Source: an optimization exercise on an open RTL-to-GDS flow (aim: small area). Production flows keep margins and buffers that such runs may drop. The RTL was checked by simulation tests, not by an equivalence proof against the original design. Power and IR drop assume default switching activity.

$ cat design/flow/run.sh
#!/bin/bash
# synth_recipe.tcl (not shown) runs the flow's synth.tcl, then flattens the netlist and writes it again
# the make line also repeats each setting of config.mk as NAME=value (left out here)
make -C /OpenROAD-flow-scripts/flow DESIGN_CONFIG=/design/flow/config.mk WORK_HOME=/design/flow/orfs CLKGATE_MAP_FILE= SYNTH_SCRIPT=/design/flow/synth_recipe.tcl finish
$ cat design/flow/config.mk
export PLATFORM = sky130hd
export DESIGN_NAME = ring_noc
export DESIGN_NICKNAME = ring_noc
export VERILOG_FILES = /design/flow/design.v
export SDC_FILE = /design/flow/constraint.sdc
export NUM_CORES = 4
export LEC_CHECK = 0
export CAP_MARGIN = 20
export CORE_MARGIN = 2
export CORE_UTILIZATION = 60
export CTS_BUF_LIST = sky130_fd_sc_hd__clkbuf_8
export SLEW_MARGIN = 20
$ cat design/flow/constraint.sdc
create_clock -name core_clock -period 7.0 [get_ports {clk}]
set_input_delay 1.4000 -clock core_clock [delete_from_list [all_inputs] [get_ports {clk}]]
set_output_delay 1.4000 -clock core_clock [all_outputs]
set_load 0.01 [all_outputs]
$ cat design/flow/design.v
package NetworkPkg;
  localparam int NODE_ID_W = 8;    
  localparam int HOPS_W    = 8;
  localparam int BRT_W     = 4;
  localparam int ADDR_W    = 64;
  localparam int PKT_W     = 2 * NODE_ID_W + HOPS_W + BRT_W + ADDR_W;
  localparam int PAY_W     = BRT_W + ADDR_W;    
  typedef struct packed {
    logic [NODE_ID_W-1:0] dest;
    logic [NODE_ID_W-1:0] src;
    logic [HOPS_W-1:0]    hops;
    logic [BRT_W-1:0]     brt;
    logic [ADDR_W-1:0]    addr;
  } pkt_t;
endpackage
module ring_inj_fifo
#(
  parameter int DEPTH = 4,
  parameter int W     = 71
) (
  input  logic             clk,
  input  logic             rst,
  input  logic             push_i,
  input  logic [W-1:0]     din_i,
  input  logic             pop_i,
  output logic [DEPTH-1:0] last_o,
  output logic [DEPTH*W-1:0] mem_o,
  output logic             full_o,
  output logic             empty_o
);
  localparam int PTR_W = $clog2(DEPTH);
  localparam int CNT_W = $clog2(DEPTH + 1);
  logic [W-1:0]     mem_q [DEPTH];
  logic [PTR_W-1:0] wr_ptr_q;
  logic [PTR_W-1:0] rd_ptr_q;
  logic [CNT_W-1:0] count_q;
  logic [DEPTH-1:0] last_q;
  logic             do_push;
  logic             do_pop;
  assign full_o  = (count_q == CNT_W'(DEPTH));
  assign empty_o = (count_q == '0);
  assign do_push = push_i && !full_o;
  assign do_pop  = pop_i && !empty_o;
  assign last_o  = last_q;
  for (genvar k = 0; k < DEPTH; k++) begin : g_mem
    assign mem_o[k*W +: W] = mem_q[k];
  end
  always_ff @(posedge clk or posedge rst) begin
    if (rst) begin
      wr_ptr_q <= '0;
      rd_ptr_q <= '0;
      count_q  <= '0;
      last_q   <= '0;
    end else begin
      if (do_push) wr_ptr_q <= wr_ptr_q + PTR_W'(1);
      if (do_pop)  rd_ptr_q <= rd_ptr_q + PTR_W'(1);
      if (do_push && !do_pop) count_q <= count_q + CNT_W'(1);
      else if (!do_push && do_pop) count_q <= count_q - CNT_W'(1);
      for (int k = 0; k < DEPTH; k++)
        last_q[k] <= do_pop && (rd_ptr_q == PTR_W'(k));
    end
  end
  always_ff @(posedge clk) begin
    if (do_push) mem_q[wr_ptr_q] <= din_i;
  end
endmodule
module ring_noc
#(
  parameter int NUM_NODES = 8,
  parameter int INJ_DEPTH = 4,
  parameter int IF_W = $clog2(NUM_NODES * (INJ_DEPTH + 1) + 1)
) (
  input  logic                       clk,
  input  logic                       rst,
  input  logic [NUM_NODES*NetworkPkg::PKT_W-1:0] pkt_in,
  input  logic [NUM_NODES-1:0]       pkt_in_valid,
  output logic [NUM_NODES-1:0]       pkt_in_ready,
  output logic [NUM_NODES*NetworkPkg::PKT_W-1:0] pkt_out,
  output logic [NUM_NODES-1:0]       pkt_out_valid,
  output logic                       dest_err,
  output logic [IF_W-1:0]            in_flight,
  output logic [NUM_NODES*32-1:0]    delivered_cnt
);
  localparam int ID_W  = $clog2(NUM_NODES);
  localparam int PAY_W = NetworkPkg::PAY_W;
  localparam int FW    = ID_W + PAY_W;         
  logic [NUM_NODES*FW-1:0]    link_dp;    
  logic [NUM_NODES*ID_W-1:0]  link_src;
  logic [NUM_NODES-1:0]       link_vld;
  logic [NUM_NODES-1:0] acc_vec;
  logic [NUM_NODES-1:0] bad_vec;
  logic [NUM_NODES-1:0] ej_vec;
  logic [IF_W-1:0]      acc_cnt;
  logic [IF_W-1:0]      ej_cnt;
  logic [IF_W-1:0]      in_flight_q;
  logic [IF_W-1:0]      in_flight_d;
  logic                 dest_err_q;
  for (genvar gi = 0; gi < NUM_NODES; gi++) begin : g_node
    localparam int PREV = (gi + NUM_NODES - 1) % NUM_NODES;
    logic legal;
    logic accept;
    logic fifo_full;
    logic fifo_empty;
    logic eject;
    logic fwd;
    logic pop;
    NetworkPkg::pkt_t in_req;
    logic [INJ_DEPTH-1:0] last;
    logic [INJ_DEPTH*FW-1:0] mem;
    logic [FW-1:0]    in_dp;
    logic [ID_W-1:0]  in_src;
    logic             fwd_q;      
    logic             out_vld_q;  
    logic [FW-1:0]    rx_dp_q;
    logic [ID_W-1:0]  rx_src_q;
    logic [ID_W-1:0]  out_hops;
    logic [FW-1:0]    sel_dp;
    assign in_dp   = link_dp[PREV*FW +: FW];
    assign in_src  = link_src[PREV*ID_W +: ID_W];
    assign in_req  = pkt_in[gi*NetworkPkg::PKT_W +: NetworkPkg::PKT_W];
    assign legal   = (in_req.dest[NetworkPkg::NODE_ID_W-1:ID_W] == '0);
    assign accept  = pkt_in_valid[gi] && !fifo_full;
    ring_inj_fifo #(.DEPTH(INJ_DEPTH), .W(FW)) u_fifo (
      .clk    (clk),
      .rst    (rst),
      .push_i (accept && legal),
      .din_i  ({in_req.dest[ID_W-1:0], in_req.brt, in_req.addr}),
      .pop_i  (pop),
      .last_o (last),
      .mem_o  (mem),
      .full_o (fifo_full),
      .empty_o(fifo_empty)
    );
    assign eject = link_vld[PREV] && (in_dp[FW-1 -: ID_W] == ID_W'(gi));
    assign fwd   = link_vld[PREV] && !eject;
    assign pop   = !fwd && !fifo_empty;
    always_ff @(posedge clk or posedge rst) begin
      if (rst) begin
        fwd_q     <= 1'b0;
        out_vld_q <= 1'b0;
      end else begin
        fwd_q     <= fwd;
        out_vld_q <= eject;
      end
    end
    always_ff @(posedge clk) begin
      rx_dp_q  <= in_dp;
      rx_src_q <= in_src;
    end
    always_comb begin
      sel_dp = fwd_q ? rx_dp_q : '0;
      for (int k = 0; k < INJ_DEPTH; k++)
        sel_dp = sel_dp | (last[k] ? mem[k*FW +: FW] : '0);
    end
    assign link_dp[gi*FW +: FW]     = sel_dp;
    assign link_src[gi*ID_W +: ID_W] = fwd_q ? rx_src_q : ID_W'(gi);
    assign link_vld[gi]             = fwd_q || (|last);
    assign out_hops = ID_W'(gi) - rx_src_q - ID_W'(1);
    assign pkt_out[gi*NetworkPkg::PKT_W +: NetworkPkg::PKT_W] =
      {NetworkPkg::NODE_ID_W'(gi), NetworkPkg::NODE_ID_W'(rx_src_q),
       NetworkPkg::HOPS_W'(out_hops) + NetworkPkg::HOPS_W'(1),
       rx_dp_q[PAY_W-1:0]};
    assign pkt_out_valid[gi] = out_vld_q;
    assign pkt_in_ready[gi]  = !fifo_full;
    assign acc_vec[gi]       = accept && legal;
    assign bad_vec[gi]       = accept && !legal;
    assign ej_vec[gi]        = eject;
    logic [31:0] dcnt_q;
    always_ff @(posedge clk or posedge rst) begin
      if (rst)        dcnt_q <= '0;
      else if (eject) dcnt_q <= dcnt_q + 32'd1;
    end
    assign delivered_cnt[gi*32 +: 32] = dcnt_q;
  end
  always_comb begin
    acc_cnt = '0;
    ej_cnt  = '0;
    for (int k = 0; k < NUM_NODES; k++) begin
      acc_cnt = acc_cnt + IF_W'(acc_vec[k]);
      ej_cnt  = ej_cnt + IF_W'(ej_vec[k]);
    end
    in_flight_d = in_flight_q + acc_cnt - ej_cnt;
  end
  always_ff @(posedge clk or posedge rst) begin
    if (rst) begin
      in_flight_q <= '0;
      dest_err_q  <= 1'b0;
    end else begin
      in_flight_q <= in_flight_d;
      dest_err_q  <= dest_err_q | (|bad_vec);
    end
  end
  assign in_flight = in_flight_q;
  assign dest_err  = dest_err_q;
endmodule
==> metrics.cfg, run 1 <==
[run_status]
status = aborted with a tool error
stop_stage = 3_2_place_iop
error = [ERROR PPL-0024] Number of IO pins (1761) exceeds maximum number of available positions (1612). Increase the die perimeter from 1782.10um to 2394.96um.

[synth]
netlist_area_sq_um = 117000
ys.flop_type = edfxtp_1
yosysWarnings = 2
synth_edf_count = 2272
ys_ff_latch = 3231
avgSynthCellArea_sq_um = 16.1
ys_seq_area_share_pct = 76.3
ys_async_sr_fraction_pct = 11.4
yosysUniqueCellTypes = 50
syn-instance-count = 7255

[floorplanning]
start_util_pct = 60.2
die_h_um = 446
num_rows = 162
die_x_um = 446

logic make-up after synthesis:
group	count (synthesis)	share of synthesized area (%)
muxes	20	0.193
and+or+nand+nor	1259	5.15
buffers and inverters	1155	5.98
other	2	0.00642
DFF	3231	76.3
AOI/OAI and AO/OA	1158	8.61
xor gates and xnor gates	308	2.31
adders and majority gates	122	1.44
synth_stat cells, drive strengths merged (20+ instances only):
cell type | number | area share, %
clkbuf | 307 | 0.99
xor2 | 128 | 0.96
nor3 | 107 | 0.53
nor4 | 28 | 0.23
edfxtp | 2272 | 58
a222oi | 568 | 4.9
dfrtp | 367 | 7.9
nand3 | 83 | 0.36
and2 | 83 | 0.44
dfxtp | 592 | 10
nor2 | 75 | 0.24
xnor2 | 180 | 1.3
a22oi | 563 | 3.6
nand2 | 704 | 2.3
inv | 117 | 0.38
fa | 21 | 0.36
nand4 | 67 | 0.36
ha | 101 | 1.1
mux2 | 20 | 0.19
and3 | 35 | 0.19
buf | 731 | 4.6
==> inputs of run 2 (changes only) <==
--- a/design/flow/config.mk
+++ b/design/flow/config.mk
@@ -7,6 +7,5 @@
 export LEC_CHECK = 0
 export CAP_MARGIN = 20
 export CORE_MARGIN = 2
-export CORE_UTILIZATION = 60
-export CTS_BUF_LIST = sky130_fd_sc_hd__clkbuf_8
+export CORE_UTILIZATION = 40
 export SLEW_MARGIN = 20
==> run 2 against run 1 <==
  * The run now finishes clean
  * Synthesized area is the same
  * Synthesized cell count is the same
==> metrics.cfg, run 2 <==
[min_path]
hold_path.class = reg -> reg
hold_path_depth = 2

[setup_path]
cp-end-kind = flip-flop
crit_chain = buf_4, or4_1, or2_2, nand2_1, fa_1, fa_1, inv_1, fa_1, inv_1, fa_1, fa_1, ha_1, fa_1, a21o_1, a21oi_1, xnor2_1
cp_slowest_cell = fa_1
ff2ff_path_depth = 16
path_delay_family = adder cells
cpMostUsedCell = fa_1
crit_fanout = 16
crit_cells = 16
cp.arrival_ns = 6.75
startpoint_type = flip-flop
critical_path.max_stage_delay_ns = 0.59
critPathBufInv = 3
critPathRequiredTime_ns = 7.85
rrSetupSlack_ns = 1.10
critPathKind = reg -> reg

[global_route]
grt.overflow.total = 0
grt_antenna_before_repair = 229
grt_max_degree = 154
grt_pass1_wl_mm = 567
grt_pass1_vias = 67480
track_usage_pct = 27.8

[synth]
yosysTopAreaCell = edfxtp_1
synth_mux_area_share_pct = 0.193
yosysWarnings = 2
yosys.area_share.adder_pct = 1.44
yosysUniqueCellTypes = 50
synth_edf_count = 2272
ys_ff_latch = 3231
synth_common_cells = edfxtp_1 (2272), nand2_1 (704), buf_4 (694)
syn-instance-count = 7255
synth_top_cell_area_share_pct = 58.3
ys_seq_area_share_pct = 76.3
synth_top_family_by_area = compound AO/OA/AOI/OAI gates
ys_async_sr_fraction_pct = 11.4
avgSynthCellArea_sq_um = 16.1
ys.flop_type = edfxtp_1
synth.area.top_cells = edfxtp_1 (58%), dfxtp_1 (10%), dfrtp_1 (7.9%)
synth_xor_area_share_pct = 2.31
synth-simple-area-share_pct = 5.15
yosysMostFrequentCell = edfxtp_1
netlist_area_sq_um = 117000
synth_compound_gate_area_share_pct = 8.61

[placement]
dp_slack_ns = 0.444
dp_hpwl_mm = 310
place_congestion = 0.889
numPortBuffers = 1496

[routing]
final_antenna_net_count = 0
wire_per_inst_um = 34.1
first_pass_iters = 10
drt_iter0_markers = 11187
wirelength_mm = 430
viasPerCell = 5.66
vias = 71373
drc = 0

[floorplanning]
num_rows = 198
core_area_sq_um = 291000
die_x_um = 545
io_pins = 1761
start_util_pct = 40.2
die-area_sq_um = 297000
die_h_um = 545

[clock_tree]
cts_inserted_buffers = 336
cts_tree = built
cts_root_buffer = clkbuf_16
cts_resized = 0
clk_pin_slew_worst_paths_ns = 0.06
h-tree-depth = 5
clkSinkCount = 3231
clock_latency_ns = 0.93
clockBufferDepth = 4
cts_setup_buffers = 0
cts_hold_buf = 0

[final_layout]
regMostFlops = g_node.u_fifo.mem_q
largest_registers = g_node.u_fifo.mem_q (2272), g_node.rx_dp_q (568), g_node.dcnt_q (256)
nets = 9168
largest_register_ffs = 2272
area_growth_pct = 22.6
mostFrequentLayoutCells = edfxtp_1 (2272), clkdlybuf4s50_1 (1496), nand2_1 (704), dfxtp_1 (592), a222oi_1 (568)
drive_above_1_share_pct = 8.78
final_common_cell = edfxtp_1

[sta]
fmax_mhz = 169
report.final.hold_viol_count = 0
holdWs_ns = 0.420
fin_ws_ns = 1.10
worst_pin_slew_ns = 1.20
rsz0062_at_grt = no
slew_viol_final = 0
tns_ns = 0
setup_viol = 0
post-route-period-util_pct = 84.3
slew_headroom_pct = 19.4
fin_worst_skew_ns = 0.0582
min_period_ns = 5.90

[power_and_ir_drop]
vdd_ir_drop_max_mv = 0.448
powerDensity_nw_per_um2 = 446
power_leakage_nw = 50.7

[run_status]
status = complete, no violations

[run]
cap_violations = 0

-- run 2: cell counts after synthesis --
No cell type changed its count.
-- run 2: final cells by class --
type                       instances  area, sq um
antenna                          118          295
clock buffer                     481         9550
clock inverter                   146         1530
fill                           24297       147000
inverter                         117          443
multi-input combinational       3003        21300
sequential                      3231        89400
tap                             3900         4880
timing repair buffer            1611        16000
-- run 2: power breakdown --
group | leakage (nW) | internal (mW) | switching, mW
sequential | 30.2 | 23.0 | 5.30
combinational | 15.0 | 7.76 | 10.0
clock | 5.43 | 10.3 | 7.70
-- run 2: final timing paths --
kind                                                    startpoint                          endpoint
max                                      g_node[7].fwd_q$_DFF_PP0_          in_flight_q[5]$_DFF_PP0_
min                        g_node[3].u_fifo.mem_q[1][49]$_DFFE_PP_     g_node[4].rx_dp_q[49]$_DFF_P_
max reg2reg                              g_node[7].fwd_q$_DFF_PP0_          in_flight_q[5]$_DFF_PP0_
min reg2reg                g_node[3].u_fifo.mem_q[1][49]$_DFFE_PP_     g_node[4].rx_dp_q[49]$_DFF_P_
max in group asynchronous                                      rst  g_node[5].dcnt_q[15]$_DFFE_PP0P_
min in group asynchronous                                      rst  g_node[1].dcnt_q[25]$_DFFE_PP0N_
-- run 2: per-layer routing --
layer,part of all wire (%),routed length [um],vias up,global-route usage [%]
met5,0.14,604,-,0
met4,4.9,21200,96,12.8
li1,-,-,29557,-
met1,40,171000,36566,38.3
met2,44,187000,4321,40.6
met3,11,49200,833,8.22
-- run 2: cells by family after synthesis --
kind of cell / Yosys count
DFF: 3231
xor gates and xnor gates: 308
buffers and inverters: 1155
muxes: 20
other: 2
adders and majority gates: 122
and+or+nand+nor: 1259
AOI/OAI and AO/OA: 1158
-- run 2: stage by stage --
stage	util [%]	std cells	instance area, sq um	total power, mW
detailed placement	45.4	11862	132000	46.1
CTS	49.2	12489	143000	64.1
floorplan	-	7389	117000	35.8
finish	49.3	12607	143000	64.0
global placement	45.4	11862	132000	45.9
global route	49.3	12544	143000	66.3
-- run 2: worst register-to-register path: stages (launching register included) --
cell	delay, ns
dfrtp_4	0.58
buf_4	0.27
or4_1	0.47
or2_2	0.35
nand2_1	0.40
fa_1	0.60
fa_1	0.57
inv_1	0.05
fa_1	0.47
inv_1	0.05
fa_1	0.46
fa_1	0.38
ha_1	0.25
fa_1	0.46
a21o_1	0.17
a21oi_1	0.19
xnor2_1	0.14
==> inputs of run 3 (changes only) <==
==> design/flow/flow/run.sh (new file) <==
#!/bin/bash
set -o pipefail
cp standard.sh standard.sh.txt
export BUFFER_PORTS_ARGS="-buffer_cell sky130_fd_sc_hd__buf_1"
bash standard.sh > standard.log 2>&1
==> design/flow/standard.sh (new file) <==
#!/bin/bash
# synth_recipe.tcl (not shown) runs the flow's synth.tcl, then flattens the netlist and writes it again
# the make line also repeats each setting of config.mk as NAME=value (left out here)
make -C /OpenROAD-flow-scripts/flow DESIGN_CONFIG=/design/flow/config.mk WORK_HOME=/design/flow/orfs CLKGATE_MAP_FILE= SYNTH_SCRIPT=/design/flow/synth_recipe.tcl "${@:-finish}"
removed: design/flow/run.sh
==> run 3 against run 2 <==
  * Synthesized cell count unchanged
  * Sequential share of layout area up 4.3 points
  * Die area unchanged
  * Total power down 3.3%
  * Critical path depth unchanged
  * Largest cell class unchanged
==> metrics.cfg, run 3 <==
[setup_path]
crit_chain = a222oi_1, nand2_1, nor3_2, nand2_1, fa_1, fa_1, inv_1, fa_1, inv_1, fa_1, fa_1, ha_1, fa_1, a21o_1, a21oi_1, xnor2_1
r2r-start = g_node[7].fwd_q$_DFF_PP0_
cpMostUsedCell = fa_1
critPathRequiredTime_ns = 7.83
cp_slowest_cell = fa_1
critical_path.max_stage_delay_ns = 0.71
cp.arrival_ns = 6.79
startpoint_type = flip-flop
cp-end-kind = flip-flop
critPathBufInv = 2
path_delay_family = adder cells
critPathKind = reg -> reg
crit_fanout = 17
cp-startpoint = g_node[7].fwd_q$_DFF_PP0_

[final_layout]
regMostFlops = g_node.u_fifo.mem_q
largest_register_ffs = 2272
largest_registers = g_node.u_fifo.mem_q (2272), g_node.rx_dp_q (568), g_node.dcnt_q (256)
drive_above_1_share_pct = 8.87
nFillCells = 25420
area_growth_pct = 14.7
mostFrequentLayoutCells = edfxtp_1 (2272), buf_1 (1496), nand2_1 (704), dfxtp_1 (592), a222oi_1 (568)
nets = 9166
final_common_cell = edfxtp_1

[floorplanning]
core_area_sq_um = 291000
io_pins = 1761
die_x_um = 545
num_rows = 198
die_h_um = 545
die-area_sq_um = 297000
start_util_pct = 40.2

[synth]
synth.area.top_cells = edfxtp_1 (58%), dfxtp_1 (10%), dfrtp_1 (7.9%)
ys.flop_type = edfxtp_1
ys_ff_latch = 3231
yosysMostFrequentCell = edfxtp_1
synth_top_cell_area_share_pct = 58.3
netlist_area_sq_um = 117000
yosysWarnings = 2
synth_edf_count = 2272
syn-instance-count = 7255
yosysTopAreaCell = edfxtp_1
avgSynthCellArea_sq_um = 16.1
ys_seq_area_share_pct = 76.3
yosysUniqueCellTypes = 50
synth_common_cells = edfxtp_1 (2272), nand2_1 (704), buf_4 (694)
ys_async_sr_fraction_pct = 11.4

[placement]
place_congestion = 0.902
dp_hpwl_mm = 308
numPortBuffers = 1496

[min_path]
min-delay-start = g_node[2].u_fifo.mem_q[1][40]$_DFFE_PP_
hold_path.class = reg -> reg

[clock_tree]
cts_resized = 0
cts_setup_buffers = 0
cts_tree = built
clockBufferDepth = 4
clk_pin_slew_worst_paths_ns = 0.06
clock_latency_ns = 0.91
cts_hold_buf = 0
clkSinkCount = 3231
cts_root_buffer = clkbuf_16
cts_inserted_buffers = 337
h-tree-depth = 5

[routing]
wire_per_inst_um = 33.7
viasPerCell = 5.71
final_antenna_net_count = 0
vias = 71999
drc = 0
first_pass_iters = 12
drt_iter0_markers = 12090
wirelength_mm = 425

[global_route]
track_usage_pct = 27.4
grt.overflow.total = 0
grt_pass1_vias = 66792
grt_pass1_wl_mm = 560
grt_antenna_before_repair = 241
grt_max_degree = 164

[sta]
fin_worst_skew_ns = 0.0469
report.final.hold_viol_count = 0
post-route-period-util_pct = 85.1
slew_viol_final = 0
tns_ns = 0
fmax_mhz = 168
min_period_ns = 5.96
slew_headroom_pct = 24.1
holdWs_ns = 0.442
worst_pin_slew_ns = 1.13
setup_viol = 0
rsz0062_at_grt = no

[power_and_ir_drop]
vdd_ir_drop_max_mv = 0.497
powerDensity_nw_per_um2 = 461
power_leakage_nw = 46.8

[run_status]
status = complete, no violations

[run]
cap_violations = 0

==> run 3: changes by cell type in the layout (fill, tap and decap cells not counted), moves of 2 or more <==
cell / change
buf_1: +1496
clkdlybuf4s50_1: -1496
clkbuf_1: -10
buf_12: -9
inv_16: -5
inv_6: +5
buf_4: +4
bufinv_16: +4
clkbuf_8: +4
clkinv_1: -3
clkinv_8: +3
inv_4: -3
clkbuf_16: +2
==> run 3: per-layer routing <==
metal / global-route usage, % / part of all wire, % / vias up
met5: 0.162 / 0.18 / -
met4: 12.3 / 4.6 / 106
met3: 8.40 / 12 / 833
met2: 39.9 / 44 / 4720
met1: 37.5 / 39 / 36813
li1: - / - / 29527
==> run 3: through the flow <==
step	worst slack (ns)	instance area (sq um)	util [%]	power [mW]	cells
after CTS	1.08	134000	46.0	61.9	12482
after floorplan	0.676	117000	-	35.8	7389
after global routing	0.839	134000	46.1	64.1	12537
final	1.04	134000	46.1	61.9	12602
after detailed placement	0.706	123000	42.1	43.8	11858
after global placement	0.755	123000	42.1	43.5	11857
==> run 3: path summary, 6_finish.rpt <==
path | endpoint | slack, ns | depth (start not counted)
max in group asynchronous | g_node[0].dcnt_q[1]$_DFFE_PP0P_ | 4.85 | 4
hold reg to reg | g_node[3].rx_dp_q[40]$_DFF_P_ | 0.44 | 2
hold / removal | g_node[3].rx_dp_q[40]$_DFF_P_ | 0.44 | 2
setup / recovery | in_flight_q[5]$_DFF_PP0_ | 1.04 | 16
setup reg to reg | in_flight_q[5]$_DFF_PP0_ | 1.04 | 16
min in group asynchronous | g_node[7].dcnt_q[28]$_DFFE_PP0P_ | 0.58 | 2
==> run 3: area by class of cell <==
class / instances / area (sq um) / share of cell area [%]
Sequential cell: 3231 / 89400 / 66.7
Multi-Input combinational cell: 3003 / 21300 / 15.9
Clock buffer: 478 / 9630 / 7.18
Timing Repair Buffer: 1608 / 6550 / 4.88
Tap cell: 3900 / 4880 / 3.64
Clock inverter: 146 / 1620 / 1.21
Inverter: 117 / 443 / 0.330
Antenna cell: 119 / 298 / 0.222
==> run 3: power breakdown <==
part / internal, mW / total (mW) / leakage, nW / switching, mW
clock: 10.5 / 18.1 / 5.51 / 7.62
combinational: 5.30 / 15.5 / 11.1 / 10.2
sequential: 23.0 / 28.2 / 30.2 / 5.25
total: 38.8 / 61.9 / 46.8 / 23.1
==> run 3: kinds of logic after synthesis <==
| family | after synthesis | synth area share [%] |
|---|---|---|
| adder cells (fa/ha/maj) | 122 | 1.44 |
| other | 2 | 0.00642 |
| XOR/XNOR | 308 | 2.31 |
| multiplexers | 20 | 0.193 |
| AO/OA/AOI/OAI | 1158 | 8.61 |
| flip-flops | 3231 | 76.3 |
| AND/OR/NAND/NOR | 1259 | 5.15 |
| buffers and inverters | 1155 | 5.98 |
==> run 3: worst register-to-register path, stage by stage, from the launching register on <==
cell	delay (ns)
dfrtp_4	0.57
a222oi_1	0.42
nand2_1	0.19
nor3_2	0.41
nand2_1	0.40
fa_1	0.71
fa_1	0.57
inv_1	0.05
fa_1	0.48
inv_1	0.05
fa_1	0.45
fa_1	0.39
ha_1	0.26
fa_1	0.46
a21o_1	0.18
a21oi_1	0.17
xnor2_1	0.14
==> inputs of run 4 (changes only) <==
--- a/design/flow/design.v
+++ b/design/flow/design.v
@@ -166,9 +166,14 @@
     assign bad_vec[gi]       = accept && !legal;
     assign ej_vec[gi]        = eject;
     logic [31:0] dcnt_q;
+    logic [31:0] dcnt_t;    
+    assign dcnt_t[0] = eject;
+    for (genvar b = 1; b < 32; b++) begin : g_carry
+      assign dcnt_t[b] = dcnt_t[b-1] && dcnt_q[b-1];
+    end
     always_ff @(posedge clk or posedge rst) begin
       if (rst)        dcnt_q <= '0;
-      else if (eject) dcnt_q <= dcnt_q + 32'd1;
+      else            dcnt_q <= dcnt_q ^ dcnt_t;
     end
     assign delivered_cnt[gi*32 +: 32] = dcnt_q;
   end
==> design/flow/flow/run.sh (replaced) <==
#!/bin/bash
# The standard layout (standard.sh, unchanged synthesis and steps) with
# two layout choices changed:
#  - port buffers are sky130_fd_sc_hd__buf_1 instead of clkdlybuf4s50_1
#    (every input and output port still gets its own buffer);
#  - clock tree: clkbuf_16 only, sink clusters of up to 30 flops within
#    80 um, and no dummy loads.
# ORFS writes each step's full log under orfs/logs/; make's own output goes
# to standard.log.
set -o pipefail
export BUFFER_PORTS_ARGS="-buffer_cell sky130_fd_sc_hd__buf_1"
export CTS_ARGS="-sink_clustering_enable -repair_clock_nets -dont_use_dummy_load -buf_list sky130_fd_sc_hd__clkbuf_16 -sink_clustering_size 30 -sink_clustering_max_diameter 80"
bash standard.sh > standard.log 2>&1
==> run 4 against run 3 <==
  * Global-route usage is 0.98 points higher
  * Clock skew is 0.091 ns higher
  * Clock power is 45% lower
  * Critical path type unchanged
  * First-iteration DRC count is 6.6% lower
  * Sequential cell count stayed put
  * Design area is 5.3% lower
  * Combinational power is 5% higher
  * Fmax is 13% lower
  * Setup slack worse by 0.90 ns
==> metrics.cfg, run 4 <==
[sta]
min_period_ns = 6.86
setup_viol = 0
slew_headroom_pct = 22.9
fin_ws_ns = 0.141
report.final.hold_viol_count = 0
fin_worst_skew_ns = 0.138
fmax_mhz = 146
post-route-period-util_pct = 98.0
tns_ns = 0
slew_viol_final = 0
holdWs_ns = 0.386
rsz0062_at_grt = yes
worst_pin_slew_ns = 1.16

[routing]
final_antenna_net_count = 0
wirelength_mm = 430
vias = 68075
wire_per_inst_um = 36.7
drc = 0
drt_iter0_markers = 11292
viasPerCell = 5.80
first_pass_iters = 13

[synth]
synth_edf_count = 2272
ys_ff_latch = 3231
synth.area.top_cells = edfxtp_1 (59%), dfxtp_1 (10%), dfrtp_1 (8.0%)
synth_top_cell_area_share_pct = 59.1
yosysWarnings = 2
ys.flop_type = edfxtp_1
yosysTopAreaCell = edfxtp_1
netlist_area_sq_um = 115000
avgSynthCellArea_sq_um = 17.0
ys_seq_area_share_pct = 77.3
yosysMostFrequentCell = edfxtp_1
synth_common_cells = edfxtp_1 (2272), buf_4 (692), nand2_1 (604)
yosysUniqueCellTypes = 61
ys_async_sr_fraction_pct = 11.4
syn-instance-count = 6790

[setup_path]
startpoint_type = flip-flop
crit_fanout = 5
r2r-end = g_node[6].u_fifo.last_q[1]$_DFF_PP0_
rrSetupSlack_ns = 0.14
critPathKind = reg -> reg
cp.arrival_ns = 7.55
ff2ff_path_depth = 46
cp-end-kind = flip-flop
critical_path.max_stage_delay_ns = 0.50
crit_end = g_node[6].u_fifo.last_q[1]$_DFF_PP0_
cpMostUsedCell = buf_4
critPathRequiredTime_ns = 7.70
cp_slowest_cell = dfrtp_4
cp-startpoint = g_node[5].u_fifo.last_q[3]$_DFF_PP0_
r2r-start = g_node[5].u_fifo.last_q[3]$_DFF_PP0_

[run]
cap_violations = 0

[power_and_ir_drop]
power_leakage_nw = 44.9
vdd_ir_drop_max_mv = 0.421
powerDensity_nw_per_um2 = 424

[floorplanning]
io_pins = 1761
start_util_pct = 40.1
die_h_um = 541
core_area_sq_um = 288000
die_x_um = 541
die-area_sq_um = 293000
num_rows = 197

[final_layout]
regMostFlops = g_node.u_fifo.mem_q
nets = 8949
largest_registers = g_node.u_fifo.mem_q (2272), g_node.rx_dp_q (568), g_node.dcnt_q (256)
area_growth_pct = 10.1
drive_above_1_share_pct = 9.22
final_common_cell = edfxtp_1
largest_register_ffs = 2272
mostFrequentLayoutCells = edfxtp_1 (2272), buf_1 (1493), nand2_1 (604), dfxtp_1 (592), a222oi_1 (568)

[placement]
place_congestion = 0.904
dp_hpwl_mm = 317
dp_slack_ns = -0.339
numPortBuffers = 1496

[clock_tree]
h-tree-depth = 4
cts_root_buffer = clkbuf_16
clockBufferDepth = 4
cts_hold_buf = 0
cts_tree = built
clock_latency_ns = 0.91
clkSinkCount = 3231
cts_inserted_buffers = 160
clk_pin_slew_worst_paths_ns = 0.10

[min_path]
hold_path.class = reg -> reg

[global_route]
grt.overflow.total = 0
grt_pass1_wl_mm = 562
grt_antenna_before_repair = 233
grt_max_degree = 156
grt_pass1_vias = 64291
track_usage_pct = 28.3

[run_status]
status = complete, no violations

## run 4: changes by cell type after synthesis, sizes merged, moves of 39 or more
cell / delta
ha: +240
xnor2: -149
nand2: -100
xor2: -98
nand3: -80
nor3: -80
nand4: -65
nor2: -39
## run 4: layer usage
metal	GRT usage [%]	share of wire (%)
met1	36.3	37
met2	42.8	45
met3	8.97	12
met4	15.6	6.1
met5	0	0.12
## run 4: logic make-up (layout without fill, tap and decap cells)
group	after synthesis	after routing	synth area share [%]
other	2	250	0.00650
multiplexers	17	17	0.169
adder cells (fa/ha/maj)	362	362	4.06
flip-flops	3231	3231	77.3
AND/OR/NAND/NOR	810	810	3.10
XOR/XNOR	61	61	0.463
AO/OA/AOI/OAI	1193	1193	8.99
buffers and inverters	1114	2029	5.91
## run 4: through the flow
stage	power, mW	std cells	utilization (%)	instance area [sq um]
after floorplan	34.6	6924	-	116000
after global placement	42.9	11358	42.2	122000
after detailed placement	43.2	11358	42.2	122000
after CTS	53.6	11615	43.9	126000
after global routing	55.7	11661	44.1	127000
final	53.9	11734	44.2	127000
## run 4: worst min-delay path by stage
| stage | startpoint | depth (start not counted) | endpoint |
|---|---|---|---|
| 2_1_floorplan | g_node[7].u_fifo.mem_q[3][0]$_DFFE_PP_ | 2 | g_node[0].rx_dp_q[0]$_DFF_P_ |
| 3_3_place_gp | g_node[7].u_fifo.mem_q[3][44]$_DFFE_PP_ | 2 | g_node[0].rx_dp_q[44]$_DFF_P_ |
| 3_5_place_dp | g_node[7].u_fifo.mem_q[3][26]$_DFFE_PP_ | 2 | g_node[0].rx_dp_q[26]$_DFF_P_ |
| 4_1_cts | g_node[3].u_fifo.mem_q[3][12]$_DFFE_PP_ | 2 | g_node[4].rx_dp_q[12]$_DFF_P_ |
| 5_1_grt | g_node[3].u_fifo.mem_q[1][66]$_DFFE_PP_ | 2 | g_node[4].rx_dp_q[66]$_DFF_P_ |
| 6_report | g_node[3].u_fifo.mem_q[3][12]$_DFFE_PP_ | 2 | g_node[4].rx_dp_q[12]$_DFF_P_ |
## run 4: cell type report
| class | instances | area, sq um |
|---|---|---|
| Multi-Input combinational cell | 2579 | 20500 |
| Antenna cell | 114 | 285 |
| Fill cell | 25409 | 161000 |
| Sequential cell | 3231 | 89400 |
| Inverter | 96 | 364 |
| Tap cell | 3781 | 4730 |
| Clock buffer | 160 | 4000 |
| Timing Repair Buffer | 1773 | 7800 |
## run 4: critical path, delay by kind of cell (launching register included)
kind / cells / cell delay, ns
DFF: 1 / 0.50
AOI/OAI and AO/OA: 2 / 0.64
buffers and inverters: 42 / 5.34
and+or+nand+nor: 2 / 0.20
## run 4: power breakdown
part | switching [mW] | total, mW | internal, mW | leakage, nW
combinational | 10.5 | 16.3 | 5.78 | 12.7
clock | 5.78 | 9.88 | 4.10 | 1.97
sequential | 4.87 | 27.7 | 22.8 | 30.2
## run 4: timing repair
action,in CTS,in global routing
hold endpoints to repair,0,0
setup buffers,99,13
pin swaps,31,38
endpoints found under the setup margin,17,37
resized for setup,66,122
==> inputs of run 5 (changes only) <==
--- a/design/flow/design.v
+++ b/design/flow/design.v
@@ -32,7 +32,7 @@
   localparam int CNT_W = $clog2(DEPTH + 1);
   logic [W-1:0]     mem_q [DEPTH];
   logic [PTR_W-1:0] wr_ptr_q;
-  logic [PTR_W-1:0] rd_ptr_q;
+  logic [PTR_W-1:0] rd_ptr;
   logic [CNT_W-1:0] count_q;
   logic [DEPTH-1:0] last_q;
   logic             do_push;
@@ -45,19 +45,19 @@
   for (genvar k = 0; k < DEPTH; k++) begin : g_mem
     assign mem_o[k*W +: W] = mem_q[k];
   end
+  assign rd_ptr = wr_ptr_q - PTR_W'(count_q);
+  always_ff @(posedge clk) begin
+    if (do_push) wr_ptr_q <= wr_ptr_q + PTR_W'(1);
+  end
   always_ff @(posedge clk or posedge rst) begin
     if (rst) begin
-      wr_ptr_q <= '0;
-      rd_ptr_q <= '0;
       count_q  <= '0;
       last_q   <= '0;
     end else begin
-      if (do_push) wr_ptr_q <= wr_ptr_q + PTR_W'(1);
-      if (do_pop)  rd_ptr_q <= rd_ptr_q + PTR_W'(1);
       if (do_push && !do_pop) count_q <= count_q + CNT_W'(1);
       else if (!do_push && do_pop) count_q <= count_q - CNT_W'(1);
       for (int k = 0; k < DEPTH; k++)
-        last_q[k] <= do_pop && (rd_ptr_q == PTR_W'(k));
+        last_q[k] <= do_pop && (rd_ptr == PTR_W'(k));
     end
   end
   always_ff @(posedge clk) begin
@@ -167,9 +167,14 @@
     assign ej_vec[gi]        = eject;
     logic [31:0] dcnt_q;
     logic [31:0] dcnt_t;    
-    assign dcnt_t[0] = eject;
-    for (genvar b = 1; b < 32; b++) begin : g_carry
-      assign dcnt_t[b] = dcnt_t[b-1] && dcnt_q[b-1];
+    logic [8:0]  dcnt_c;    
+    assign dcnt_c[0] = eject;
+    for (genvar j = 0; j < 8; j++) begin : g_blk
+      assign dcnt_c[j+1]  = dcnt_c[j] && (&dcnt_q[4*j +: 4]);
+      assign dcnt_t[4*j] = dcnt_c[j];
+      for (genvar b = 1; b < 4; b++) begin : g_bit
+        assign dcnt_t[4*j+b] = dcnt_t[4*j+b-1] && dcnt_q[4*j+b-1];
+      end
     end
     always_ff @(posedge clk or posedge rst) begin
       if (rst)        dcnt_q <= '0;
==> run 5 against run 4 <==
  * Sequential share of layout area grew 1.2 points
  * Global-route usage grew 0.65 points
  * Die area fell by 0.62%
  * Fmax up 18%
  * Total power decreased by 3.1%
  * Design area decreased by 2.0%
  * Highest routed layer unchanged
  * Register-to-register slack improved by 1.1 ns
  * Sequential power barely moved
==> metrics.cfg, run 5 <==
[run_status]
status = complete, no violations

[synth]
synth_compound_gate_area_share_pct = 8.83
synth_edf_count = 2288
synth-simple-area-share_pct = 3.54
synth.area.top_cells = edfxtp_1 (60%), dfxtp_1 (10%), dfrtp_1 (7.3%)
ys.flop_type = edfxtp_1
avgSynthCellArea_sq_um = 16.9
synth_top_cell_area_share_pct = 59.9
yosysWarnings = 2
yosysUniqueCellTypes = 45
synth_common_cells = edfxtp_1 (2288), buf_4 (692), nand2_1 (606)
ys_async_sr_fraction_pct = 10.4
netlist_area_sq_um = 115000
synth_xor_area_share_pct = 0.954
ys_ff_latch = 3215
ys_seq_area_share_pct = 77.5
synth_mux_area_share_pct = 0.0785
yosys.area_share.adder_pct = 3.21
syn-instance-count = 6808
yosysTopAreaCell = edfxtp_1
yosysMostFrequentCell = edfxtp_1
synth_top_family_by_area = compound AO/OA/AOI/OAI gates

[clock_tree]
cts_inserted_buffers = 159
cts_tree = built
cts_hold_buf = 0
clock_latency_ns = 0.90
cts_root_buffer = clkbuf_16
clkSinkCount = 3215
clockBufferDepth = 4
cts_resized = 0
h-tree-depth = 4
cts_setup_buffers = 0
clk_pin_slew_worst_paths_ns = 0.11

[final_layout]
largest_registers = g_node.u_fifo.mem_q (2272), g_node.rx_dp_q (568), g_node.dcnt_q (256)
nets = 8704
nFillCells = 25344
drive_above_1_share_pct = 4.59
mostFrequentLayoutCells = edfxtp_1 (2288), buf_1 (1496), nand2_1 (606), dfxtp_1 (592), a22oi_1 (565)
regMostFlops = g_node.u_fifo.mem_q
largest_register_ffs = 2272
area_growth_pct = 8.57
final_common_cell = edfxtp_1
final-instance-count-excl-fill = 11634
finish.instance_area_sq_um = 125000

[floorplanning]
die_x_um = 540
num_rows = 196
die_h_um = 540
start_util_pct = 40.2
core_area_sq_um = 285000
die-area_sq_um = 291000
io_pins = 1761

[setup_path]
rrSetupSlack_ns = 1.19
critPathRequiredTime_ns = 7.79
cp-end-kind = flip-flop
cp_slowest_cell = dfrtp_4
r2r-end = in_flight_q[5]$_DFF_PP0_
cp.arrival_ns = 6.60
critPathKind = reg -> reg
crit_chain = a222oi_1, nand2_1, or3_1, or2_1, fa_1, fa_1, inv_1, fa_1, inv_1, fa_1, fa_1, ha_1, fa_1, a21o_1, a21oi_1, xnor2_1
critical_path.max_stage_delay_ns = 0.65
path_delay_family = adder cells
cpMostUsedCell = fa_1
ff2ff_path_depth = 16
startpoint_type = flip-flop
crit_fanout = 19
r2r-start = g_node[7].fwd_q$_DFF_PP0_
critPathBufInv = 2

[global_route]
grt_pass1_wl_mm = 572
grt_antenna_before_repair = 227
track_usage_pct = 29.0
grt_pass1_vias = 63683
grt.overflow.total = 0
grt_max_degree = 126

[sta]
report.final.hold_viol_count = 0
tns_ns = 0
rsz0062_at_grt = no
slew_viol_final = 0
min_period_ns = 5.81
worst_pin_slew_ns = 1.05
fin_ws_ns = 1.19
setup_viol = 0
post-route-period-util_pct = 83.0
slew_headroom_pct = 28.2
fin_worst_skew_ns = 0.119
fmax_mhz = 172
holdWs_ns = 0.403

[routing]
drc = 0
first_pass_iters = 10
drt-met1-wl_mm = 165
dr_wl_met2_mm = 200
drt_iter0_markers = 11017
vias = 67588
wirelength_mm = 438
wl_met3_mm = 46.3
final_antenna_net_count = 0
highest_layer = met5
wire_per_inst_um = 37.6
viasPerCell = 5.81

[placement]
dp_slack_ns = 0.486
dp.cells = 11276
dp_hpwl_mm = 329
numPortBuffers = 1496
place_congestion = 0.987
place_area_sq_um = 120000

[min_path]
min-delay-start = g_node[0].u_fifo.mem_q[1][50]$_DFFE_PP_
hold_end = g_node[1].rx_dp_q[50]$_DFF_P_
hold_path_depth = 2
hold_path.class = reg -> reg

[power_and_ir_drop]
vdd_ir_drop_max_mv = 0.597
powerDensity_nw_per_um2 = 419
power_leakage_nw = 43.7

[run]
cap_violations = 0

## run 5: changes by cell type after synthesis, moves of 16 or more
cell      before   now
ha_1         341   261
xor2_1        30    89
nand4_1        2    59
dfrtp_1      367   335
nor3_1        19    51
nor2_1        36    58
edfxtp_1    2272  2288
nor3b_1       16     0
## run 5: logic make-up (layout without fill, tap and decap cells)
group | count (synthesis) | count (layout)
XOR/XNOR | 125 | 125
multiplexers | 8 | 8
other | 2 | 334
buffers and inverters | 1097 | 1829
adder cells (fa/ha/maj) | 282 | 282
flip-flops | 3215 | 3215
AND/OR/NAND/NOR | 913 | 913
AO/OA/AOI/OAI | 1166 | 1166
## run 5: stage by stage
stage	util (%)	total power [mW]
finish	43.7	52.2
CTS	43.5	52.2
global placement	42.1	42.4
detailed placement	42.1	42.5
global route	43.6	53.9
floorplan	-	34.2
## run 5: power by group
group | switching [mW] | total (mW) | internal, mW
sequential | 5.35 | 28.0 | 22.6
clock | 5.76 | 9.83 | 4.07
combinational | 9.73 | 14.4 | 4.65
## run 5: worst reg2reg max path, cell delays in order (launching register included)
cell      delay [ns]
dfrtp_4         0.65
a222oi_1        0.46
nand2_1         0.17
or3_1           0.46
or2_1           0.27
fa_1            0.51
fa_1            0.55
inv_1           0.05
fa_1            0.49
inv_1           0.06
fa_1            0.46
fa_1            0.41
ha_1            0.25
fa_1            0.46
a21o_1          0.17
a21oi_1         0.17
xnor2_1         0.13
## run 5: cell type report
type                    instances  area (sq um)  share of cell area [%]
well taps                    3762          4710                    3.78
flip-flops and latches       3215         89100                    71.5
repair buffers               1587          6320                    5.08
inverters                      83           315                   0.253
clock buffers                 159          3980                    3.19
multi-input cells            2630         19700                    15.8
diodes                        198           495                   0.398
## run 5: worst max-delay path by stage
stage | startpoint | endpoint | cells past startpoint
2_1_floorplan | pkt_in[639] | in_flight_q[5]$_DFF_PP0_ | 14
3_3_place_gp | pkt_in[274] | in_flight_q[5]$_DFF_PP0_ | 15
3_5_place_dp | pkt_in[274] | in_flight_q[5]$_DFF_PP0_ | 15
4_1_cts | g_node[7].fwd_q$_DFF_PP0_ | in_flight_q[5]$_DFF_PP0_ | 16
5_1_grt | g_node[7].fwd_q$_DFF_PP0_ | in_flight_q[5]$_DFF_PP0_ | 16
6_report | g_node[7].fwd_q$_DFF_PP0_ | in_flight_q[5]$_DFF_PP0_ | 16
## run 5: metal layers
layer / up-vias / track usage [%]
met5: - / 0
li1: 27600 / -
met1: 35018 / 37.9
met2: 4210 / 44.5
met4: 54 / 15.6
met3: 706 / 7.27
==> inputs of run 6 (changes only) <==
--- a/design/flow/config.mk
+++ b/design/flow/config.mk
@@ -5,7 +5,7 @@
 export SDC_FILE = /design/flow/constraint.sdc
 export NUM_CORES = 4
 export LEC_CHECK = 0
-export CAP_MARGIN = 20
+export CAP_MARGIN = 10
 export CORE_MARGIN = 2
 export CORE_UTILIZATION = 40
-export SLEW_MARGIN = 20
+export SLEW_MARGIN = 10
==> run 6 against run 5 <==
  * Still clean
  * Clock power about the same
  * Sequential power about the same
  * Via count up 0.38%
  * Global-route usage unchanged
  * Critical path depth unchanged
  * Die area unchanged
  * Fmax up 0.42%
  * Combinational power about the same
  * Synthesized cell count unchanged
  * Critical endpoint unchanged
  * Largest power group unchanged
==> metrics.cfg, run 6 <==
[final_layout]
nets = 8703
drive_above_1_share_pct = 4.57
largest_register_ffs = 2272
mostFrequentLayoutCells = edfxtp_1 (2288), buf_1 (1496), nand2_1 (606), dfxtp_1 (592), a22oi_1 (565)
largest_registers = g_node.u_fifo.mem_q (2272), g_node.rx_dp_q (568), g_node.dcnt_q (256)
regMostFlops = g_node.u_fifo.mem_q
final_util_pct = 43.7
area_growth_pct = 8.56
nFillCells = 25343
final_common_cell = edfxtp_1

[sta]
slew_headroom_pct = 19.6
slew_viol_final = 0
rsz0062_at_grt = no
fmax_mhz = 173
fin_worst_skew_ns = 0.120
setup_viol = 0
min_period_ns = 5.78
worst_pin_slew_ns = 1.18
post-route-period-util_pct = 82.6
report.final.hold_viol_count = 0
tns_ns = 0

[routing]
vias = 67848
wire_per_inst_um = 37.6
first_pass_iters = 10
wirelength_mm = 438
drt_iter0_markers = 11052
drc = 0
final_antenna_net_count = 0
viasPerCell = 5.83

[power_and_ir_drop]
clkPwrFrac_pct = 18.9
intPower_mw = 31.3
swShare_pct = 40.0
switching_power_mw = 20.9
vdd_ir_drop_max_mv = 0.601
totalPowerFinal_mw = 52.2
power.share.sequential_pct = 53.6
share_comb_of_total_power_pct = 27.6
power_leakage_nw = 43.7
powerDensity_nw_per_um2 = 419

[global_route]
track_usage_pct = 29.0
grt_antenna_before_repair = 227
grt_pass1_wl_mm = 572
grt_max_degree = 126
grt_pass1_vias = 63683
grt.overflow.total = 0

[synth]
ys.flop_type = edfxtp_1
ys_async_sr_fraction_pct = 10.4
yosysWarnings = 2
yosysMostFrequentCell = edfxtp_1
yosysUniqueCellTypes = 45
ys_ff_latch = 3215
synth_top_cell_area_share_pct = 59.9
ys_seq_area_share_pct = 77.5
avgSynthCellArea_sq_um = 16.9
syn-instance-count = 6808
synth_edf_count = 2288
synth.area.top_cells = edfxtp_1 (60%), dfxtp_1 (10%), dfrtp_1 (7.3%)
netlist_area_sq_um = 115000
yosysTopAreaCell = edfxtp_1
synth_common_cells = edfxtp_1 (2288), buf_4 (692), nand2_1 (606)

[setup_path]
cp_slowest_cell = dfrtp_4
cp.arrival_ns = 6.58
critPathRequiredTime_ns = 7.80
startpoint_type = flip-flop
cp-end-kind = flip-flop
critPathKind = reg -> reg
crit_chain = a222oi_1, nand2_1, or3_1, or2_1, fa_1, fa_1, inv_1, fa_1, inv_1, fa_1, fa_1, ha_1, fa_1, a21o_1, a21oi_1, xnor2_1
r2r-start = g_node[7].fwd_q$_DFF_PP0_
cp-startpoint = g_node[7].fwd_q$_DFF_PP0_
crit_fanout = 19
cpMostUsedCell = fa_1
critical_path.max_stage_delay_ns = 0.65

[clock_tree]
clkSinkCount = 3215
cts_tree = built
clk_pin_slew_worst_paths_ns = 0.12
cts_root_buffer = clkbuf_16
clockBufferDepth = 4
cts_setup_buffers = 0
cts_hold_buf = 0
cts_inserted_buffers = 159
h-tree-depth = 4
cts_resized = 0
clock_latency_ns = 0.90

[floorplanning]
die_x_um = 540
io_pins = 1761
core_area_sq_um = 285000
die-area_sq_um = 291000
num_rows = 196
start_util_pct = 40.2
die_h_um = 540

[placement]
place_congestion = 0.987
numPortBuffers = 1496
dp_hpwl_mm = 329

[min_path]
hold_path.class = reg -> reg
min-delay-start = g_node[0].u_fifo.mem_q[1][50]$_DFFE_PP_

[run]
cap_violations = 0

[run_status]
status = complete, no violations

run 6: cell counts after synthesis:
Identical to the previous run, type by type.
run 6: final cells by class:
type	instances	area (sq um)	share of cell area [%]
antenna	196	490	0.394
clock buffer	159	3980	3.19
inverter	83	315	0.253
multi-input combinational	2630	19700	15.8
sequential	3215	89100	71.5
tap	3762	4710	3.78
timing repair buffer	1586	6320	5.07
run 6: cells by family after synthesis:
| logic type | share of synthesized area, % |
|---|---|
| adders and majority gates | 3.21 |
| other | 0.00654 |
| muxes | 0.0785 |
| buffers and inverters | 5.87 |
| AOI/OAI and AO/OA | 8.83 |
| xor gates and xnor gates | 0.954 |
| and+or+nand+nor | 3.54 |
| DFF | 77.5 |
run 6: final timing paths:
check,endpoint,slack [ns],cells past startpoint
max reg2reg,in_flight_q[5]$_DFF_PP0_,1.22,16
min in group asynchronous,g_node[0].dcnt_q[14]$_DFF_PP0_,0.54,2
min reg2reg,g_node[1].rx_dp_q[50]$_DFF_P_,0.40,2
min,g_node[1].rx_dp_q[50]$_DFF_P_,0.40,2
max,in_flight_q[5]$_DFF_PP0_,1.22,16
max in group asynchronous,g_node[4].u_fifo.last_q[3]$_DFF_PP0_,4.79,4
run 6: power by group through the flow:
stage	combinational, mW	clock [mW]	sequential, mW
2_1_floorplan	10.2	0	23.9
3_3_place_gp	14.1	0	28.3
3_5_place_dp	14.3	0	28.3
4_1_cts	14.4	10.0	27.9
5_1_grt	15.4	10.6	27.9
6_report	14.4	9.85	28.0
run 6: metrics by stage:
stage                     setup slack [ns]  instance area [sq um]  std cells  hold slack (ns)
after global routing                  1.02                 124000      11537            0.460
after CTS                             1.16                 124000      11435            0.424
after global placement               0.551                 120000      11276            0.434
after detailed placement             0.486                 120000      11276            0.441
after floorplan                      0.832                 115000       6942            0.431
final                                 1.22                 125000      11631            0.403
run 6: routing by layer:
layer	wire length, um	vias up	GRT usage, %
li1	-	27602	-
met1	167000	35161	37.9
met2	200000	4317	44.5
met3	46000	714	7.27
met4	25100	54	15.6
met5	354	-	0
run 6: critical path, delay by kind of cell, from the launching register on:
kind                     cells  cell delay (ns)
adder cells (fa/ha/maj)      7             3.14
AND/OR/NAND/NOR              3             0.89
AO/OA/AOI/OAI                3             0.76
flip-flops                   1             0.65
XOR/XNOR                     1             0.13
buffers and inverters        2             0.11
==> inputs of run 7 (changes only) <==
--- a/design/flow/config.mk
+++ b/design/flow/config.mk
@@ -5,7 +5,8 @@
 export SDC_FILE = /design/flow/constraint.sdc
 export NUM_CORES = 4
 export LEC_CHECK = 0
-export CAP_MARGIN = 10
+export CAP_MARGIN = 20
 export CORE_MARGIN = 2
 export CORE_UTILIZATION = 40
-export SLEW_MARGIN = 10
+export PLACE_DENSITY = 0.75
+export SLEW_MARGIN = 20
==> run 7 against run 6 <==
  * Sequential share of layout area is essentially flat
  * Register-to-register slack got worse by 0.09 ns
  * Global-route usage increased by 0.25 points
  * Sequential power is essentially flat
  * Critical endpoint unchanged
  * Worst hold slack improved by 0.0076 ns
  * Critical path type unchanged
  * Count of clock-buffer cells in the layout decreased by 1
  * Combinational power increased by 3%
  * Synthesized cell count is the same
  * Setup slack got worse by 0.087 ns
==> metrics.cfg, run 7 <==
[synth]
ys_ff_latch = 3215
synth_common_cells = edfxtp_1 (2288), buf_4 (692), nand2_1 (606)
yosysTopAreaCell = edfxtp_1
yosysUniqueCellTypes = 45
synth_top_cell_area_share_pct = 59.9
ys_seq_area_share_pct = 77.5
yosysMostFrequentCell = edfxtp_1
yosysWarnings = 2
syn-instance-count = 6808
avgSynthCellArea_sq_um = 16.9
synth_edf_count = 2288
ys.flop_type = edfxtp_1
ys_async_sr_fraction_pct = 10.4
netlist_area_sq_um = 115000
synth.area.top_cells = edfxtp_1 (60%), dfxtp_1 (10%), dfrtp_1 (7.3%)

[sta]
min_period_ns = 5.87
rsz0062_at_grt = no
slew_headroom_pct = 22.1
setup_viol = 0
fin_worst_skew_ns = 0.110
worst_pin_slew_ns = 1.17
slew_viol_final = 0
fin_ws_ns = 1.13
fmax_mhz = 170
report.final.hold_viol_count = 0
post-route-period-util_pct = 83.8
tns_ns = 0

[run]
cap_violations = 0

[setup_path]
critPathRequiredTime_ns = 7.75
rrSetupSlack_ns = 1.13
crit_chain = a222oi_1, nand2_1, and3_1, inv_1, fa_1, fa_1, inv_1, fa_1, inv_1, fa_1, fa_1, ha_1, fa_1, a21o_1, a21oi_1, xnor2_1
r2r-start = g_node[3].u_fifo.last_q[0]$_DFF_PP0_
cp.arrival_ns = 6.62
cp-end-kind = flip-flop
critPathKind = reg -> reg
critical_path.max_stage_delay_ns = 0.65
r2r-end = in_flight_q[5]$_DFF_PP0_
startpoint_type = flip-flop
ff2ff_path_depth = 16
cpMostUsedCell = fa_1
crit_fanout = 23
cp_slowest_cell = fa_1

[global_route]
grt.overflow.total = 0
grt_pass1_vias = 64171
grt_pass1_wl_mm = 573
grt_antenna_before_repair = 243
track_usage_pct = 29.3
grt_max_degree = 150

[placement]
place_congestion = 1.00
dp.cells = 11274
dp_hpwl_mm = 339
dp_slack_ns = 0.626
numPortBuffers = 1496

[floorplanning]
die_x_um = 540
die_h_um = 540
die-area_sq_um = 291000
core_area_sq_um = 285000
num_rows = 196
start_util_pct = 40.2
io_pins = 1761

[final_layout]
largest_registers = g_node.u_fifo.mem_q (2272), g_node.rx_dp_q (568), g_node.dcnt_q (256)
multiInputGateArea_sq_um = 19700
mostFrequentLayoutCells = edfxtp_1 (2288), buf_1 (1496), nand2_1 (606), dfxtp_1 (592), a22oi_1 (565)
drive_above_1_share_pct = 4.60
nets = 8705
largest_register_ffs = 2272
regMostFlops = g_node.u_fifo.mem_q
final-instance-count-excl-fill = 11636
nFillCells = 24977
area_growth_pct = 8.61
register_area_sq_um = 89100
final_common_cell = edfxtp_1

[routing]
drc = 0
first_pass_iters = 14
wirelength_mm = 443
vias = 68919
wire_per_inst_um = 38.1
viasPerCell = 5.92
final_antenna_net_count = 0
drt_iter0_markers = 12942

[clock_tree]
clockBufferDepth = 4
cts_tree = built
clk_pin_slew_worst_paths_ns = 0.11
cts_root_buffer = clkbuf_16
clkSinkCount = 3215
cts_hold_buf = 0
clock_latency_ns = 0.87
cts_inserted_buffers = 158
cts_setup_buffers = 0
cts_resized = 0
h-tree-depth = 4

[min_path]
hold_path.class = reg -> reg
hold_path_depth = 2
min-delay-start = g_node[5].u_fifo.mem_q[1][50]$_DFFE_PP_
hold_end = g_node[6].rx_dp_q[50]$_DFF_P_

[power_and_ir_drop]
power_leakage_nw = 43.7
swShare_pct = 40.5
power.share.sequential_pct = 53.3
share_comb_of_total_power_pct = 28.2
switching_power_mw = 21.3
vdd_ir_drop_max_mv = 0.326
intPower_mw = 31.3
powerDensity_nw_per_um2 = 423
clkPwrFrac_pct = 18.5

[run_status]
status = complete, no violations

==> run 7: changes by cell type in the layout (fill, tap and decap cells not counted), sizes merged <==
cell,before,now
buf,1586,1589
clkbuf,159,158
diode,196,199
==> run 7: cell type report <==
cell class / instances / share of cell area (%)
Sequential cell: 3215 / 71.5
Antenna cell: 199 / 0.400
Multi-Input combinational cell: 2630 / 15.8
Inverter: 83 / 0.253
Timing Repair Buffer: 1589 / 5.13
Tap cell: 3762 / 3.78
Clock buffer: 158 / 3.17
==> run 7: how the worst max path moves through the flow <==
stage | start | end
2_1_floorplan | pkt_in[639] | in_flight_q[5]$_DFF_PP0_
3_3_place_gp | pkt_in[642] | in_flight_q[5]$_DFF_PP0_
3_5_place_dp | pkt_in[642] | in_flight_q[5]$_DFF_PP0_
4_1_cts | g_node[3].u_fifo.last_q[0]$_DFF_PP0_ | in_flight_q[5]$_DFF_PP0_
5_1_grt | g_node[3].u_fifo.last_q[0]$_DFF_PP0_ | in_flight_q[5]$_DFF_PP0_
6_report | g_node[3].u_fifo.last_q[0]$_DFF_PP0_ | in_flight_q[5]$_DFF_PP0_
==> run 7: logic make-up (layout without fill, tap and decap cells) <==
logic type,after synthesis,in the layout,synth area share [%]
adders and majority gates,282,282,3.21
buffers and inverters,1097,1830,5.87
xor gates and xnor gates,125,125,0.954
DFF,3215,3215,77.5
AOI/OAI and AO/OA,1166,1166,8.83
and+or+nand+nor,913,913,3.54
other,2,335,0.00654
muxes,8,8,0.0785
==> run 7: power groups by stage <==
stage | Combinational [mW] | Sequential, mW | Clock (mW)
2_1_floorplan | 10.2 | 23.9 | 0
6_report | 14.8 | 28.1 | 9.75
3_3_place_gp | 14.3 | 28.4 | 0
4_1_cts | 14.7 | 28.0 | 9.85
3_5_place_dp | 14.6 | 28.4 | 0
5_1_grt | 15.7 | 28.0 | 10.5
==> run 7: critical path: cells and delay by family (launching register included) <==
family / cells / cell delay, ns
AOI/OAI and AO/OA: 3 / 0.73
xor gates and xnor gates: 1 / 0.14
adders and majority gates: 7 / 3.23
buffers and inverters: 3 / 0.64
DFF: 1 / 0.63
and+or+nand+nor: 2 / 0.40
==> run 7: metrics by stage <==
stage                     power, mW  hold slack, ns  util, %  cell area (sq um)
after floorplan                34.2           0.431        -             115000
after global placement         42.7           0.436     42.1             120000
after detailed placement       42.9           0.442     42.1             120000
after CTS                      52.5           0.403     43.5             124000
after global routing           54.1           0.423     43.6             124000
final                          52.7           0.410     43.7             125000
==> run 7: per-layer routing <==
layer	GRT usage [%]	up-vias	wire length (um)
li1	-	27610	-
met1	37.2	35057	158000
met2	42.8	5248	192000
met3	9.74	900	60600
met4	18.8	104	32500
met5	0	-	672
==> inputs of run 8 (changes only) <==
==> design/flow/flow/run.sh (replaced) <==
#!/bin/bash
# The standard layout (standard.sh, unchanged synthesis and steps) with
# two layout choices changed:
#  - port buffers are sky130_fd_sc_hd__buf_1 instead of clkdlybuf4s50_1
#    (every input and output port still gets its own buffer);
#  - clock tree: clkbuf_16 only, sink clusters of up to 30 flops within
#    80 um, and no dummy loads;
#  - constant outputs share the synthesis's tie cell (no per-load tie
#    cells); repair_design buffers that net as needed.
# ORFS writes each step's full log under orfs/logs/; make's own output goes
# to standard.log.
set -o pipefail
export BUFFER_PORTS_ARGS="-buffer_cell sky130_fd_sc_hd__buf_1"
export CTS_ARGS="-sink_clustering_enable -repair_clock_nets -dont_use_dummy_load -buf_list sky130_fd_sc_hd__clkbuf_16 -sink_clustering_size 30 -sink_clustering_max_diameter 80"
export SKIP_REPAIR_TIE_FANOUT=1
bash standard.sh > standard.log 2>&1
--- a/design/flow/config.mk
+++ b/design/flow/config.mk
@@ -8,5 +8,4 @@
 export CAP_MARGIN = 20
 export CORE_MARGIN = 2
 export CORE_UTILIZATION = 40
-export PLACE_DENSITY = 0.75
 export SLEW_MARGIN = 20
==> run 8 against run 7 <==
  * Sequential power is essentially flat
  * Clock power is essentially flat
  * Non-clock buffer count shrank 6
  * Cell count shrank 1.4%
  * Die area is the same
  * Critical endpoint unchanged
  * Sequential cell count is the same
  * Global-route usage shrank 0.61 points
  * Design area shrank 0.53%
==> metrics.cfg, run 8 <==
[synth]
synth_compound_gate_area_share_pct = 8.83
syn-instance-count = 6808
synth_top_family_by_area = compound AO/OA/AOI/OAI gates
synth_xor_area_share_pct = 0.954
ys.flop_type = edfxtp_1
ys_seq_area_share_pct = 77.5
yosysUniqueCellTypes = 45
ys_ff_latch = 3215
synth_common_cells = edfxtp_1 (2288), buf_4 (692), nand2_1 (606)
avgSynthCellArea_sq_um = 16.9
synth.area.top_cells = edfxtp_1 (60%), dfxtp_1 (10%), dfrtp_1 (7.3%)
synth-simple-area-share_pct = 3.54
ys_async_sr_fraction_pct = 10.4
netlist_area_sq_um = 115000
yosysTopAreaCell = edfxtp_1
synth_edf_count = 2288
yosysMostFrequentCell = edfxtp_1
synth_mux_area_share_pct = 0.0785
yosysWarnings = 2
yosys.area_share.adder_pct = 3.21
synth_top_cell_area_share_pct = 59.9

[setup_path]
critPathKind = reg -> reg
critPathRequiredTime_ns = 7.72
startpoint_type = flip-flop
rrSetupSlack_ns = 1.11
ff2ff_path_depth = 16
crit_fanout = 36
cp-end-kind = flip-flop
cp_slowest_cell = dfrtp_4
cpMostUsedCell = fa_1
crit_chain = a222oi_1, nand2_1, or3_1, or2_1, fa_1, fa_1, inv_1, fa_1, inv_1, fa_1, fa_1, ha_1, fa_1, a21o_1, a21oi_1, xnor2_1
critical_path.max_stage_delay_ns = 0.73
cp.arrival_ns = 6.61

[global_route]
track_usage_pct = 28.6
grt_max_degree = 138
grt_pass1_vias = 63559
grt.overflow.total = 0
grt_pass1_wl_mm = 565
grt_antenna_before_repair = 249

[run_status]
status = complete, no violations

[power_and_ir_drop]
clkPwrFrac_pct = 18.8
switching_power_mw = 20.8
vdd_ir_drop_max_mv = 0.441
swShare_pct = 40.0
power.share.sequential_pct = 53.8
intPower_mw = 31.3
power_leakage_nw = 43.2
powerDensity_nw_per_um2 = 420
share_comb_of_total_power_pct = 27.5

[routing]
first_pass_iters = 11
final_antenna_net_count = 0
wirelength_mm = 433
drt_iter0_markers = 11347
viasPerCell = 5.88
vias = 67476
drc = 0
wire_per_inst_um = 37.7

[final_layout]
mostFrequentLayoutCells = edfxtp_1 (2288), buf_1 (1496), nand2_1 (606), dfxtp_1 (592), a22oi_1 (565)
area_growth_pct = 8.04
nets = 8564
final_util_pct = 43.5
largest_register_ffs = 2272
nFillCells = 25375
largest_registers = g_node.u_fifo.mem_q (2272), g_node.rx_dp_q (568), g_node.dcnt_q (256)
regMostFlops = g_node.u_fifo.mem_q
drive_above_1_share_pct = 4.61
final_common_cell = edfxtp_1

[min_path]
hold_path_depth = 2
hold_path.class = reg -> reg

[sta]
tns_ns = 0
holdWs_ns = 0.376
fmax_mhz = 170
rsz0062_at_grt = no
setup_viol = 0
min_period_ns = 5.89
post-route-period-util_pct = 84.1
fin_worst_skew_ns = 0.112
report.final.hold_viol_count = 0
worst_pin_slew_ns = 1.08
slew_headroom_pct = 27.4
slew_viol_final = 0

[run]
cap_violations = 0

[clock_tree]
clock_latency_ns = 0.88
cts_setup_buffers = 0
clockBufferDepth = 4
clkSinkCount = 3215
cts_hold_buf = 0
cts_inserted_buffers = 157
h-tree-depth = 4
clk_pin_slew_worst_paths_ns = 0.11
cts_tree = built
cts_root_buffer = clkbuf_16
cts_resized = 0

[floorplanning]
num_rows = 196
io_pins = 1761
die_h_um = 540
die_x_um = 540
core_area_sq_um = 285000
die-area_sq_um = 291000
start_util_pct = 40.2

[placement]
numPortBuffers = 1496
dp_hpwl_mm = 325
place_congestion = 0.975

-- run 8: stage by stage --
step / setup slack, ns / power [mW] / instance area (sq um) / std cells
final: 1.11 / 52.1 / 124000 / 11477
after global routing: 0.879 / 53.8 / 124000 / 11387
after CTS: 1.10 / 52.1 / 124000 / 11296
after detailed placement: 0.490 / 42.5 / 120000 / 11139
after global placement: 0.505 / 42.4 / 120000 / 11139
after floorplan: 0.832 / 34.2 / 115000 / 6808
-- run 8: cell type report --
class	instances	area, sq um	area share (%)
well taps	3762	4710	3.80
diodes	181	453	0.365
inverters	83	315	0.254
flip-flops and latches	3215	89100	71.9
multi-input cells	2496	19200	15.5
repair buffers	1583	6310	5.09
clock buffers	157	3930	3.17
-- run 8: worst max-delay path: cells and delay by family, from the launching register on --
family	cells	cell delay, ns
simple gates	3	0.88
compound gates	3	0.81
flops	1	0.73
buf+inv	2	0.10
fa+ha+maj	7	3.10
xor+xnor	1	0.13
-- run 8: worst paths after layout --
check / to / start
max: in_flight_q[5]$_DFF_PP0_ / g_node[7].fwd_q$_DFF_PP0_
min: g_node[1].rx_dp_q[41]$_DFF_P_ / g_node[0].u_fifo.mem_q[1][41]$_DFFE_PP_
max reg2reg: in_flight_q[5]$_DFF_PP0_ / g_node[7].fwd_q$_DFF_PP0_
min reg2reg: g_node[1].rx_dp_q[41]$_DFF_P_ / g_node[0].u_fifo.mem_q[1][41]$_DFFE_PP_
max in group asynchronous: g_node[6].fwd_q$_DFF_PP0_ / rst
min in group asynchronous: g_node[0].u_fifo.last_q[0]$_DFF_PP0_ / rst
-- run 8: metal layers --
metal	track usage, %	up-vias	wire [um]
met2	44.2	4474	199000
met4	14.3	84	23000
met5	0	-	575
met1	36.6	34760	159000
li1	-	27438	-
met3	8.65	720	52100
-- run 8: kinds of logic (layout without fill, tap and decap cells) --
kind of cell / count (synthesis) / count (layout)
AOI/OAI and AO/OA: 1166 / 1166
xor gates and xnor gates: 125 / 125
adders and majority gates: 282 / 282
buffers and inverters: 1097 / 1823
DFF: 3215 / 3215
muxes: 8 / 8
other: 2 / 183
and+or+nand+nor: 913 / 913
-- run 8: power by group through the flow --
stage / clock [mW] / sequential, mW / combinational (mW)
after floorplan: 0 / 23.9 / 10.2
after global placement: 0 / 28.3 / 14.0
after detailed placement: 0 / 28.3 / 14.2
after CTS: 9.94 / 27.9 / 14.3
after global routing: 10.5 / 28.0 / 15.3
final: 9.77 / 28.0 / 14.3

-- separate check: timing with driven ports --
No port has a modelled driver above. Below, the same layouts with a new extraction and two added sets of constraints. Step 1 sets driving cells, clkbuf_16 on the clock port and buf_2 on the other inputs (assumed; they add their load-dependent delay and slew). Step 2 also shifts input and output timing later by t, the mid clock arrival at the registers, as if the neighbouring blocks saw the same clock. Three values: no drivers, after step 1, after step 2; two values: the first two.
| run | shift t [ns] | setup WS [ns] | worst data-port slew with drivers (ns) | pins driven straight from the clock port |
|---|---|---|---|---|
| run 2 | 1.002 | 1.096 / 1.096 / 0.422 | 0.30 | 1 |
| run 3 | 0.979 | 1.040 / 1.040 / 0.708 | 0.31 | 1 |
| run 4 | 0.949 | 0.141 / 0.141 / 0.141 | 0.42 | 1 |
| run 5 | 0.926 | 1.193 / 1.193 / 0.520 | 0.33 | 1 |
| run 6 | 0.930 | 1.217 / 1.217 / 0.518 | 0.33 | 1 |
| run 7 | 0.907 | 1.131 / 1.131 / 0.599 | 0.25 | 1 |
| run 8 | 0.904 | 1.113 / 1.113 / 0.525 | 0.36 | 1 |
After both steps every run listed still meets setup and hold. For run 6, which loses most, drivers alone change the setup slack by 0.000 ns; drivers and shift together by -0.699 ns.
